Background: an optimization exercise with open tools, aiming at small area, a short achievable clock period and few clock cycles per item. Do not read the settings as production practice. RTL that was checked went through simulation tests only; none was proved equivalent to the original. Power is estimated from default activity; no workload was simulated.

==> inputs of job 8737 <==
## alu_exec_ctrl
module alu_exec_ctrl #(
  parameter int MUL_LAT = 3
) (
  input  logic        clk,
  input  logic        rst_n,
  input  logic        instr_valid,
  output logic        instr_ready,
  input  logic [31:0] instr,
  output logic        busy,
  output logic        done,
  output logic        illegal,
  output logic [4:0]  wb_addr,
  output logic [15:0] wb_data,
  output logic [15:0] sgpr_out,
  input  logic [4:0]  dbg_addr,
  output logic [15:0] dbg_data
);
==> module alu_exec_ctrl, before the edit <==
module alu_exec_ctrl #(
  parameter int MUL_LAT = 3
) (
  input  logic        clk,
  input  logic        rst_n,
  input  logic        instr_valid,
  output logic        instr_ready,
  input  logic [31:0] instr,
  output logic        busy,
  output logic        done,
  output logic        illegal,
  output logic [4:0]  wb_addr,
  output logic [15:0] wb_data,
  output logic [15:0] sgpr_out,
  input  logic [4:0]  dbg_addr,
  output logic [15:0] dbg_data
);
  logic [15:0] gpr [32];
  logic [31:0] gv;
  logic [15:0] sgpr;
  logic        s1_v;
  logic [31:0] ir;
  logic [4:0]  s1_opc, rs1, rs2;
  logic        imm;
  assign s1_opc = ir[31:27];
  assign rs1    = ir[21:17];
  assign imm    = ir[16];
  assign rs2    = ir[15:11];
  logic        s2_v, s2_we, s2_mul, s2_fa, s2_fb;
  logic [4:0]  s2_opc, s2_rd;
  logic        s2_imm;
  logic [15:0] ra, rb;
  logic        s3_v, s3_we, s3_mul;
  logic [15:0] hs0, hs1, hi;
  logic        hc, s3_hc;
  assign hi = hs0 + hs1 + {15'd0, s3_hc};
  logic        stall;
  assign stall = s1_v && s1_opc == 5'd4 && s2_v && s2_we &&
                 (s2_rd == rs1 || (!imm && s2_rd == rs2));
  assign instr_ready = rst_n && !stall;
  logic [4:0]  addr_a;
  logic [31:0] sel_a, sel_b;
  logic [15:0] rd_a, rd_b;
  logic        w3a, w3b;
  assign addr_a = s1_v ? rs1 : dbg_addr;
  assign sel_a  = (s1_v ? (32'd1 << rs1) : (32'd1 << dbg_addr)) & gv;
  assign sel_b  = (32'd1 << rs2) & gv;
  always_comb begin
    rd_a = '0;
    rd_b = '0;
    for (int i = 0; i < 32; i++) begin
      rd_a = rd_a | (gpr[i] & {16{sel_a[i]}});
      rd_b = rd_b | (gpr[i] & {16{sel_b[i]}});
    end
  end
  assign dbg_data = rd_a;
  assign sgpr_out = sgpr;
  assign w3a      = s3_v && s3_we && wb_addr == rs1;
  assign w3b      = s3_v && s3_we && wb_addr == rs2;
  always_ff @(posedge clk) begin
    if (!stall) ir <= instr;
    s2_opc <= s1_opc;
    s2_rd  <= ir[26:22];
    s2_imm <= imm;
    s2_we  <= s1_opc <= 5'd11;
    s2_mul <= s1_opc == 5'd4;
    s2_fa  <= s2_v && s2_we && s2_rd == rs1;
    s2_fb  <= !imm && s2_v && s2_we && s2_rd == rs2;
    ra     <= w3a ? wb_data : rd_a;
    rb     <= imm ? ir[15:0] : w3b ? wb_data : rd_b;
  end
  logic [15:0] a, b, alu, sg, sum, mv, lo;
  logic [31:0] r0, r1;
  logic        sub;
  assign a = s2_fa ? wb_data : ra;
  assign b = s2_fb ? wb_data : rb;
  mul16_csa u_mul (.a(ra), .b(rb), .r0(r0), .r1(r1));
  assign {hc, lo} = {1'b0, r0[15:0]} + {1'b0, r1[15:0]};
  assign sg  = s3_v && s3_mul ? hi : sgpr;
  assign sub = s2_opc[0];
  assign sum = a + (b ^ {16{sub}}) + {15'd0, sub};
  assign mv  = s2_imm ? b : a;
  always_comb begin
    case (s2_opc)
      5'd0:    alu = sg;
      5'd1:    alu = mv;
      5'd2:    alu = sum;
      5'd3:    alu = sum;
      5'd5:    alu = a | b;
      5'd6:    alu = a & b;
      5'd7:    alu = a ^ b;
      5'd8:    alu = ~(a ^ b);
      5'd9:    alu = ~(a & b);
      5'd10:   alu = ~(a | b);
      5'd11:   alu = ~mv;
      default: alu = '0;
    endcase
  end
  always_ff @(posedge clk) begin
    s3_we   <= s2_we;
    s3_mul  <= s2_mul;
    illegal <= !s2_we;
    wb_addr <= s2_rd;
    wb_data <= s2_mul ? lo : alu;
    hs0     <= r0[31:16];
    hs1     <= r1[31:16];
    s3_hc   <= hc;
    if (s3_v && s3_we) gpr[wb_addr] <= wb_data;
  end
  always_ff @(posedge clk or negedge rst_n)
    if (!rst_n) begin
      s1_v <= 1'b0;
      s2_v <= 1'b0;
      s3_v <= 1'b0;
      sgpr <= '0;
      gv   <= '0;
    end else begin
      s1_v <= stall || instr_valid;
      s2_v <= s1_v && !stall;
      s3_v <= s2_v;
      if (s3_v && s3_mul) sgpr <= hi;
      if (s3_v && s3_we) gv[wb_addr] <= 1'b1;
    end
  assign busy = s1_v || s2_v || s3_v;
  assign done = s3_v;
endmodule
make LEC_CHECK=0 CAP_MARGIN=20 CORE_MARGIN=2 CORE_UTILIZATION=60 PLACE_DENSITY=0.75 SETUP_SLACK_MARGIN=4 SLEW_MARGIN=20 TNS_END_PERCENT=5 finish   # period 10.0 ns
run.sh (not shown) runs the stock make flow with config.mk's settings and CLKGATE_MAP_FILE= SYNTH_SCRIPT=/design/flow/synth_recipe.tcl, a recipe that flattens the netlist after the stock synthesis.
==> job 5157 (differences from job 8737) <==
--- a/flow/design.v
+++ b/flow/design.v
@@ -101,3 +101,2 @@
     s3_mul  <= s2_mul;
-    illegal <= !s2_we;
     wb_addr <= s2_rd;
@@ -123,2 +122,3 @@
     end
+  assign illegal = !s3_we;
   assign busy = s1_v || s2_v || s3_v;
==> flow/flow/run.sh (new file) <==
#!/bin/bash
# The standard layout (standard.sh: standard synthesis through finish), with clock tree
# synthesis using clkbuf_4 buffers and no dummy loads, and the port buffers made from buf_1.
# All tool output goes to standard_flow.log here; ORFS's per-step logs stay under orfs/logs/.
set -o pipefail
export CTS_ARGS="-sink_clustering_enable -repair_clock_nets -dont_use_dummy_load -buf_list sky130_fd_sc_hd__clkbuf_4"
export BUFFER_PORTS_ARGS="-buffer_cell sky130_fd_sc_hd__buf_1"
bash standard.sh > standard_flow.log 2>&1
==> flow/standard.sh (new file) <==
#!/bin/bash
# synth_recipe.tcl (not shown) runs the flow's synth.tcl, then flattens the netlist and writes it again
# the make line also repeats each setting of config.mk as NAME=value (left out here)
make -C /OpenROAD-flow-scripts/flow DESIGN_CONFIG=/design/flow/config.mk WORK_HOME=/design/flow/orfs CLKGATE_MAP_FILE= SYNTH_SCRIPT=/design/flow/synth_recipe.tcl "${@:-finish}"
CAP_MARGIN = 5   (was 20)
SLEW_MARGIN = 5   (was 20)
removed: flow/run.sh
==> summary of the runs <==
- Job 5157 produced a layout that fails on max-capacitance violations, max-slew violations. Job 8737 passed the timing, design-rule and antenna checks.
- Of job 5157 and job 8737, job 8737 has the higher synthesized area (gap about 0.8%, measured against job 8737).
- Against job 5157, the non-clock buffer count of job 8737 is higher by 37.
- In job 5157 the utilization is lower than in job 8737, by 3.8 points.
- In job 8737 the sequential share of layout area is lower than in job 5157, by 2.6 points.
- Of job 8737 and job 5157, job 8737 has the higher worst setup slack (gap 0.024 ns).
- In job 5157 the clock-buffer cell count is higher than in job 8737, by 78.
==> figures <==
metric	job 8737	job 5157
Number of signal-net inverters in the final layout	239	245
Worst setup path endpoint	dbg_data[1]	dbg_data[11]
Fraction of registers with async set or reset after synthesis	7.32%	7.33%
Status	finished clean	failed layout checks
Reasons for failing layout checks	-	max-capacitance violations, max-slew violations
Met3 Use GR	20.9%	21.2%
Share of Yosys cell area claimed by the top area cell type	42.4%	42.7%
Gate count of the mapped netlist	3217	3182
Minimum hold slack	0.343 ns	0.333 ns
Slew HR	14.3%	-13.3%
Proportion of final cell area spent on non-clock buffers	6.07%	4.15%
Initial DRC count	5505	6171
Synth Net Count	3550	3515
Cell internal pwr	5.55 mW	4.51 mW
Net Sw Frac	29.0%	30.6%
Testbench counts of job 5157, summed over its fixed seeds: cycles 32,137, instrs 32,000.
Only the layout flow was run in job 8737; the RTL was not checked for function there.

[port drivers added, routing unchanged]
Ports are ideal in the flow. The routed layouts listed here were re-timed in OpenROAD.
Step 1, drivers: a clkbuf_16 drives clk and a buf_2 each remaining input, both assumed.
Step 2 also shifts input and output timing later by t, the mid clock arrival at the registers, as if the neighbouring blocks saw the same clock.
Three values: ideal ports, drivers, drivers and shift; two values: the first two.
| run | t, ns | setup WS [ns] | worst hold slack (ns) | worst setup path at the end |
|---|---|---|---|---|
| job 8737 | 0.718 | 3.811 / 3.746 / 3.746 | 0.343 / 0.343 / 0.343 | input to output |
| job 5157 | 1.051 | 3.787 / 3.734 / 3.734 | 0.333 / 0.333 / 0.333 | input to output |
The setup slack of job 8737, which loses most, moves by -0.065 ns with the drivers and by -0.065 ns with both steps.
